From an optimization exercise on the open Yosys and OpenROAD flow, aimed at small area and a short achievable clock period; shortcuts taken in it are not production practice. At most, simulation tests tie the RTL to the original design; equivalence was not proved. The flow treats the clock pin as an ideal source, which a real chip does not have. No activity file was given, so power comes from the tool's default toggle rates.

// nic_control
module nic_control (
    input  logic                          clk,
    input  logic                          resetn,
    input  logic                          req_write,
    input  logic [8-1:0]   req_write_index,
    input  logic [32-1:0]    req_write_data,
    input  logic                          req_read,
    input  logic [8-1:0]   req_read_index,
    output logic                          rsp_write_done,
    output logic [1:0]                    rsp_write_resp,
    output logic                          rsp_read_valid,
    output logic [32-1:0]    rsp_read_data,
    output logic [1:0]                    rsp_read_resp,
    input  logic                          ev_good,
    input  logic                          ev_bad,
    input  logic                          ev_range_err,
    input  logic [32-1:0]   seq_tdata,
    input  logic                          seq_tvalid,
    input  logic                          seq_tready,
    input  logic                          overflow_0,
    input  logic                          overflow_1,
    input  logic                          hbm_cattrip,
    input  logic                          pcs_aligned,
    input  logic                          generator_idle,
    output logic [64-1:0]        cfg_pci_base,
    output logic [64-1:0]        cfg_pci_size,
    output logic [64-1:0]        cfg_packet_count,
    output logic                          cfg_loopback,
    output logic                          gen_packets,
    output logic                          pause_pci,
    output logic                          resetn_out
);
Size: ~1800 cells after synthesis, ~330 I/O pins.
clock: 5.0 ns
lec_check: 0
cap_margin: 20
core_margin: 2
core_utilization: 55
cts_cluster_diameter: 80
cts_cluster_size: 25
place_density: 0.7
setup_slack_margin: 2.8
slew_margin: 70
tns_end_percent: 5
buffer_ports_args: -buffer_cell sky130_fd_sc_hd__buf_1
pre_cts_tcl: /design/flow/flow/pre_cts.tcl
dont_use_cells: sky130_fd_sc_hd__or4_1 sky130_fd_sc_hd__or4_2 sky130_fd_sc_hd__or4_4 sky130_fd_sc_hd__or4b_1 sky130_fd_sc_hd__or4b_2 sky130_fd_sc_hd__or4b_4 sky130_fd_sc_hd__or4bb_1 sky130_fd_sc_hd__or4bb_2 sky130_fd_sc_hd__or4bb_4 sky130_fd_sc_hd__nor4_1 sky130_fd_sc_hd__nor4_2 sky130_fd_sc_hd__nor4_4 sky130_fd_sc_hd__nor4b_1 sky130_fd_sc_hd__nor4b_2 sky130_fd_sc_hd__nor4b_4 sky130_fd_sc_hd__nor4bb_1 sky130_fd_sc_hd__nor4bb_2 sky130_fd_sc_hd__nor4bb_4 sky130_fd_sc_hd__or3_1 sky130_fd_sc_hd__or3_2 sky130_fd_sc_hd__or3_4 sky130_fd_sc_hd__or3b_1 sky130_fd_sc_hd__or3b_2 sky130_fd_sc_hd__or3b_4
standard.sh (not shown) runs the stock make flow with config.mk's settings and CLKGATE_MAP_FILE= SYNTH_SCRIPT=/design/flow/synth_recipe.tcl, a recipe that flattens the netlist after the stock synthesis.
==> flow/flow/run.sh <==
#!/bin/bash
set -euo pipefail
cd "$(dirname "$0")/.."
FLOWDIR=$(pwd)/flow
cat >> config.mk <<EOC
export BUFFER_PORTS_ARGS = -buffer_cell sky130_fd_sc_hd__buf_1
export PRE_CTS_TCL = $FLOWDIR/pre_cts.tcl
export DONT_USE_CELLS = $(cat $FLOWDIR/slow_cells.txt)
EOC
bash standard.sh > flow_standard.log 2>&1
==> flow/flow/pre_cts.tcl <==
# Wrap clock_tree_synthesis: after the tree is built, remove its root buffer so that the
# clock port drives the first-level buffers directly.
proc my_remove_clock_root {} {
  set block [ord::get_db_block]
  foreach inst [$block getInsts] {
    set name [$inst getName]
    if {![string match "clkbuf_0_*" $name]} { continue }
    set in_net [[$inst findITerm A] getNet]
    set out_net [[$inst findITerm X] getNet]
    set sinks {}
    foreach it [$out_net getITerms] {
      if {[$it getInst] != $inst} { lappend sinks $it }
    }
    if {[llength $sinks] > 4} {
      puts "keeping clock root $name: it drives [llength $sinks] pins"
      continue
    }
    puts "removing clock root $name driving [llength $sinks] pins"
    foreach it $sinks { $it disconnect }
    [$inst findITerm A] disconnect
    [$inst findITerm X] disconnect
    odb::dbInst_destroy $inst
    foreach it $sinks { $it connect $in_net }
    odb::dbNet_destroy $out_net
  }
}

rename clock_tree_synthesis my_orig_clock_tree_synthesis
proc clock_tree_synthesis {args} {
  my_orig_clock_tree_synthesis {*}$args
  my_remove_clock_root
}
==> flow/flow/slow_cells.txt <==
sky130_fd_sc_hd__or4_1 sky130_fd_sc_hd__or4_2 sky130_fd_sc_hd__or4_4 sky130_fd_sc_hd__or4b_1 sky130_fd_sc_hd__or4b_2 sky130_fd_sc_hd__or4b_4 sky130_fd_sc_hd__or4bb_1 sky130_fd_sc_hd__or4bb_2 sky130_fd_sc_hd__or4bb_4 sky130_fd_sc_hd__nor4_1 sky130_fd_sc_hd__nor4_2 sky130_fd_sc_hd__nor4_4 sky130_fd_sc_hd__nor4b_1 sky130_fd_sc_hd__nor4b_2 sky130_fd_sc_hd__nor4b_4 sky130_fd_sc_hd__nor4bb_1 sky130_fd_sc_hd__nor4bb_2 sky130_fd_sc_hd__nor4bb_4 sky130_fd_sc_hd__or3_1 sky130_fd_sc_hd__or3_2 sky130_fd_sc_hd__or3_4 sky130_fd_sc_hd__or3b_1 sky130_fd_sc_hd__or3b_2 sky130_fd_sc_hd__or3b_4
The first run completed with no timing, DRC or antenna violations.
==> next run, changes <==
--- a/flow/design.v
+++ b/flow/design.v
@@ -179,35 +179,38 @@
     logic [63:0] good, bad;
     logic [63:0] good_carry, bad_carry;
     logic        pci_range_err, seq_error;
     logic [31:0] seq_expect;
     logic [31:0] tdata_carry;
     logic        beat, seq_bad;
     nic_prefix_and #(.W(32)) tdata_carry_i (.x(seq_tdata), .c(tdata_carry));
     nic_prefix_and #(.W(64)) good_carry_i  (.x(good),      .c(good_carry));
     nic_prefix_and #(.W(64)) bad_carry_i   (.x(bad),       .c(bad_carry));
     logic [31:0] wdc;
     logic        ld_good_h, ld_good_l, ld_bad_h, ld_bad_l;
-    logic        inc_good, inc_bad;
+    logic        good_pend, bad_pend;
+    logic [63:0] good_v, bad_v;
     assign wdc       = clear ? 32'd0 : wd;
     assign ld_good_h = clear || w_good_h;
     assign ld_good_l = clear || w_good_l;
     assign ld_bad_h  = clear || w_bad_h;
     assign ld_bad_l  = clear || w_bad_l;
-    assign inc_good  = ev_good && !w_good_h && !w_good_l;
-    assign inc_bad   = ev_bad && !w_bad_h && !w_bad_l;
-    always_ff @(posedge clk) begin
-        good[63:32] <= ld_good_h ? wdc : good[63:32] ^ ({32{inc_good}} & good_carry[63:32]);
-        good[31:0]  <= ld_good_l ? wdc : good[31:0]  ^ ({32{inc_good}} & good_carry[31:0]);
-        bad[63:32]  <= ld_bad_h  ? wdc : bad[63:32]  ^ ({32{inc_bad}}  & bad_carry[63:32]);
-        bad[31:0]   <= ld_bad_l  ? wdc : bad[31:0]   ^ ({32{inc_bad}}  & bad_carry[31:0]);
+    assign good_v    = good ^ ({64{good_pend}} & good_carry);
+    assign bad_v     = bad ^ ({64{bad_pend}} & bad_carry);
+    always_ff @(posedge clk) begin
+        good[63:32] <= ld_good_h ? wdc : good_v[63:32];
+        good[31:0]  <= ld_good_l ? wdc : good_v[31:0];
+        bad[63:32]  <= ld_bad_h  ? wdc : bad_v[63:32];
+        bad[31:0]   <= ld_bad_l  ? wdc : bad_v[31:0];
+        good_pend   <= ev_good && !ld_good_h && !ld_good_l;
+        bad_pend    <= ev_bad && !ld_bad_h && !ld_bad_l;
     end
     always_ff @(posedge clk) begin
         if (clear) begin
             pci_range_err <= 1'b0;
         end else if (ev_range_err) begin
             pci_range_err <= 1'b1;
         end
     end
     assign beat    = seq_tvalid && seq_tready;
     assign seq_bad = (seq_tdata != '0) && (seq_tdata != seq_expect);
     always_ff @(posedge clk) begin
@@ -229,26 +232,26 @@
     assign rlo = req_read_index[7:4] == 4'd0;
     assign rhi = req_read_index[7:2] == 6'd8;
     for (genvar k = 0; k < 12; k++) begin : g_rs
         assign rsel[k] = rlo && req_read_index[3:0] == k;
     end
     for (genvar k = 0; k < 4; k++) begin : g_rh
         assign rsel[12+k] = rhi && req_read_index[1:0] == k;
     end
     assign rd_err  = !(rlo && req_read_index[3:0] <= 4'd10) && !rhi;
     assign rd_word = ({32{rsel[0]}}  & {30'd0, !hbm_cattrip, pcs_aligned})
                    | ({32{rsel[1]}}  & {28'd0, seq_error, overflow_1, overflow_0, pci_range_err})
-                   | ({32{rsel[2]}}  & good[63:32])
-                   | ({32{rsel[3]}}  & good[31:0])
-                   | ({32{rsel[4]}}  & bad[63:32])
-                   | ({32{rsel[5]}}  & bad[31:0])
+                   | ({32{rsel[2]}}  & good_v[63:32])
+                   | ({32{rsel[3]}}  & good_v[31:0])
+                   | ({32{rsel[4]}}  & bad_v[63:32])
+                   | ({32{rsel[5]}}  & bad_v[31:0])
                    | ({32{rsel[6]}}  & cfg_pci_base[63:32])
                    | ({32{rsel[7]}}  & cfg_pci_base[31:0])
                    | ({32{rsel[8]}}  & cfg_pci_size[63:32])
                    | ({32{rsel[9]}}  & cfg_pci_size[31:0])
                    | ({32{rsel[10]}} & {31'd0, reset_active})
                    | ({32{rsel[13]}} & {31'd0, !generator_idle})
                    | ({32{rsel[14]}} & {31'd0, cfg_loopback})
                    | ({32{rsel[15]}} & pause_count);
     always_ff @(posedge clk) begin
         rsp_read_data <= rd_word;
         read_err      <= rd_err;
What happened: Wire length went up by roughly a tenth; core utilization is higher by 1.8 points; count of clock-buffer cells in the layout came out higher by 2; combinational power falls by a few percent; non-clock buffer count went up by 21; clock skew is higher by 0.0094 ns; first-iteration DRC count climbs by well over a third; sequential power goes up slightly; worst setup slack gets worse by 0.14 ns; critical path depth goes up by 4; power decreases slightly; die area is lower by a few percent; area after synthesis shrinks by a few percent; cell count grows slightly.
For the second run of this note, only the layout was checked, not whether the RTL still works.

## port drivers added, routing unchanged
No port has a modelled driver above. Below, the same layouts with a new extraction and two added sets of constraints.
Step 1 sets driving cells, clkbuf_16 on the clock port and buf_2 on the other inputs (assumed; they add their load-dependent delay and slew).
Step 2 adds t to the input delays and takes it off the output delays; t is the mean of the earliest and latest rising clock arrival at the registers after step 1. Input paths then give back, and output paths get back, about the clock's delay inside the block.
a / b / c = no drivers / after step 1 / after step 2; a / b = the first two.
run | t (ns) | slack for setup (ns) | cell pins on the clock port's net
the first run | 0.500 | 2.738 / 2.746 / 2.248 | 2
the second run | 0.506 | 2.594 / 2.635 / 2.128 | 2
After both steps setup and hold are still met in every run listed. The setup slack of the first run, which loses most, moves by +0.008 ns with the drivers and by -0.490 ns with both steps.
